Source: an optimization exercise on an open RTL-to-GDS flow (aim: small area, a short achievable clock period and few clock cycles per item). Production flows keep margins and buffers that such runs may drop. The RTL was checked by simulation tests, not by an equivalence proof against the original design. No activity file was given, so power comes from the tool's default toggle rates.

== before ==
==> flow/design.v (excerpt) <==
module event_timed_task_dispatch_table_core (
    input  wire logic        clk,
    input  wire logic        rst_n,
    input  wire logic        req_valid,
    output logic             req_ready,
    input  wire logic [1:0]  req_action,
    input  wire logic [7:0]  req_task_id,
    input  wire logic [7:0]  req_trigger_mask,
    input  wire logic        req_use_delay,
    input  wire logic [31:0] req_delay_ticks,
    input  wire logic [7:0]  req_handler_tag,
    input  wire logic [31:0] req_now_ticks,
    input  wire logic [7:0]  req_event_mask,
    output logic             rsp_valid,
    input  wire logic        rsp_ready,
    output logic [2:0]       rsp_status,
    output logic [3:0]       rsp_slot_index,
    output logic [7:0]       rsp_matched_id,
    output logic [7:0]       rsp_matched_handler,
    output logic             rsp_last_result,
    input  wire logic        cfg_we,
    input  wire logic [30:0] cfg_wdata
);
Size: roughly 4200 cells after synthesis, ~1200 flip-flops, ~160 I/O pins, ~54000 µm² of cells after synthesis.
==> flow/config.mk <==
export PLATFORM = sky130hd
export DESIGN_NAME = event_timed_task_dispatch_table_core
export DESIGN_NICKNAME = event_timed_task_dispatch_table_core
export VERILOG_FILES = /design/flow/design.v
export SDC_FILE = /design/flow/constraint.sdc
export NUM_CORES = 4
export LEC_CHECK = 0
export ABC_CLOCK_PERIOD_IN_PS = 3500
export CAP_MARGIN = 20
export CORE_MARGIN = 2
export CORE_UTILIZATION = 55
export CTS_CLUSTER_DIAMETER = 141
export CTS_CLUSTER_SIZE = 20
export SETUP_SLACK_MARGIN = 5.0
export SLEW_MARGIN = 20
==> flow/constraint.sdc <==
create_clock -name core_clock -period 8.5 [get_ports {clk}]
set_input_delay 1.7000 -clock core_clock [delete_from_list [all_inputs] [get_ports {clk}]]
set_output_delay 1.7000 -clock core_clock [all_outputs]
set_load 0.01 [all_outputs]
standard.sh (not shown) runs the stock make flow with config.mk's settings and CLKGATE_MAP_FILE= SYNTH_SCRIPT=/design/flow/synth_recipe.tcl, a recipe that flattens the netlist after the stock synthesis.
==> flow/flow/run.sh <==
#!/bin/bash
# The standard layout, with the port buffers that buffer_ports inserts made
# buf_2 cells instead of its default delay-buffer cells. Everything else,
# synthesis included, is the standard flow (standard.sh).
set -euo pipefail
export BUFFER_PORTS_ARGS="-buffer_cell sky130_fd_sc_hd__buf_2"
bash standard.sh > standard_flow.log 2>&1
before: flow completed, timing, DRC and antenna clean
Testbench counts of before, summed over its fixed seeds: cycles 7,989, items 3,200.
Edits applied to the flow inputs when going from before to after:
# before
export LEC_CHECK = 0
export ABC_CLOCK_PERIOD_IN_PS = 3500
export CAP_MARGIN = 20
export CORE_MARGIN = 2
export CORE_UTILIZATION = 55
export CTS_CLUSTER_DIAMETER = 141
export CTS_CLUSTER_SIZE = 20
export SETUP_SLACK_MARGIN = 5.0
export SLEW_MARGIN = 20
create_clock -name core_clock -period 8.5 [get_ports {clk}]
# after
export LEC_CHECK = 0
export ABC_AREA = 1
export CAP_MARGIN = 20
export CORE_MARGIN = 2
export CORE_UTILIZATION = 70
export CTS_CLUSTER_DIAMETER = 141
export CTS_CLUSTER_SIZE = 20
export PLACE_DENSITY = 0.78
export SETUP_SLACK_MARGIN = 5.0
export SLEW_MARGIN = 20
create_clock -name core_clock -period 8.5 [get_ports {clk}]
==> flow/run.sh (new file) <==
#!/bin/bash
# synth_recipe.tcl (not shown) runs the flow's synth.tcl, then flattens the netlist and writes it again
# the make line also repeats each setting of config.mk as NAME=value (left out here)
make -C /OpenROAD-flow-scripts/flow DESIGN_CONFIG=/design/flow/config.mk WORK_HOME=/design/flow/orfs CLKGATE_MAP_FILE= SYNTH_SCRIPT=/design/flow/synth_recipe.tcl finish
removed: flow/flow/run.sh
removed: flow/standard.sh
Results
Die footprint, before and after: smaller value in after
| proportion of cell area occupied by multi-input gates | after vs before | 0.85 points lower |
before → after: share of layout cells above drive strength 1 down 9.5 points, fraction of power consumed by the clock network rose by 1.1 points, number of non-clock inverters in the layout increased by 290% relative to the old numbers.
The initial core utilization number comes out lower for before vs after.
Run comparison: after worst setup path category reg2reg; before worst setup path category in2reg
met2 as the global-route layer with the greatest usage was reported by after, and met1 by before.
Higher share of cell area taken by flip-flops and latches was reported by before, not after.
Fmax, before and after: smaller value in before
Synthesized cell count of after exceeds that of before by more than a quarter.

-- what the ideal ports hide --
Ports are ideal in the flow. The routed layouts listed here were re-timed in OpenROAD.
Step 1, drivers: a clkbuf_16 drives clk and a buf_2 each remaining input, both assumed.
Step 2 also shifts input and output timing later by t, the mid clock arrival at the registers, as if the neighbouring blocks saw the same clock.
a / b / c = no drivers / after step 1 / after step 2; a / b = the first two.
| run | t, ns | slack for setup (ns) | worst data-port slew with drivers (ns) |
|---|---|---|---|
| before | 0.727 | 4.812 / 4.852 / 4.125 | 0.08 |
| after | 0.712 | 5.076 / 5.011 / 4.416 | 0.09 |
After both steps every run listed still meets setup and hold. For before, which loses most, drivers alone change the setup slack by +0.040 ns; drivers and shift together by -0.687 ns.
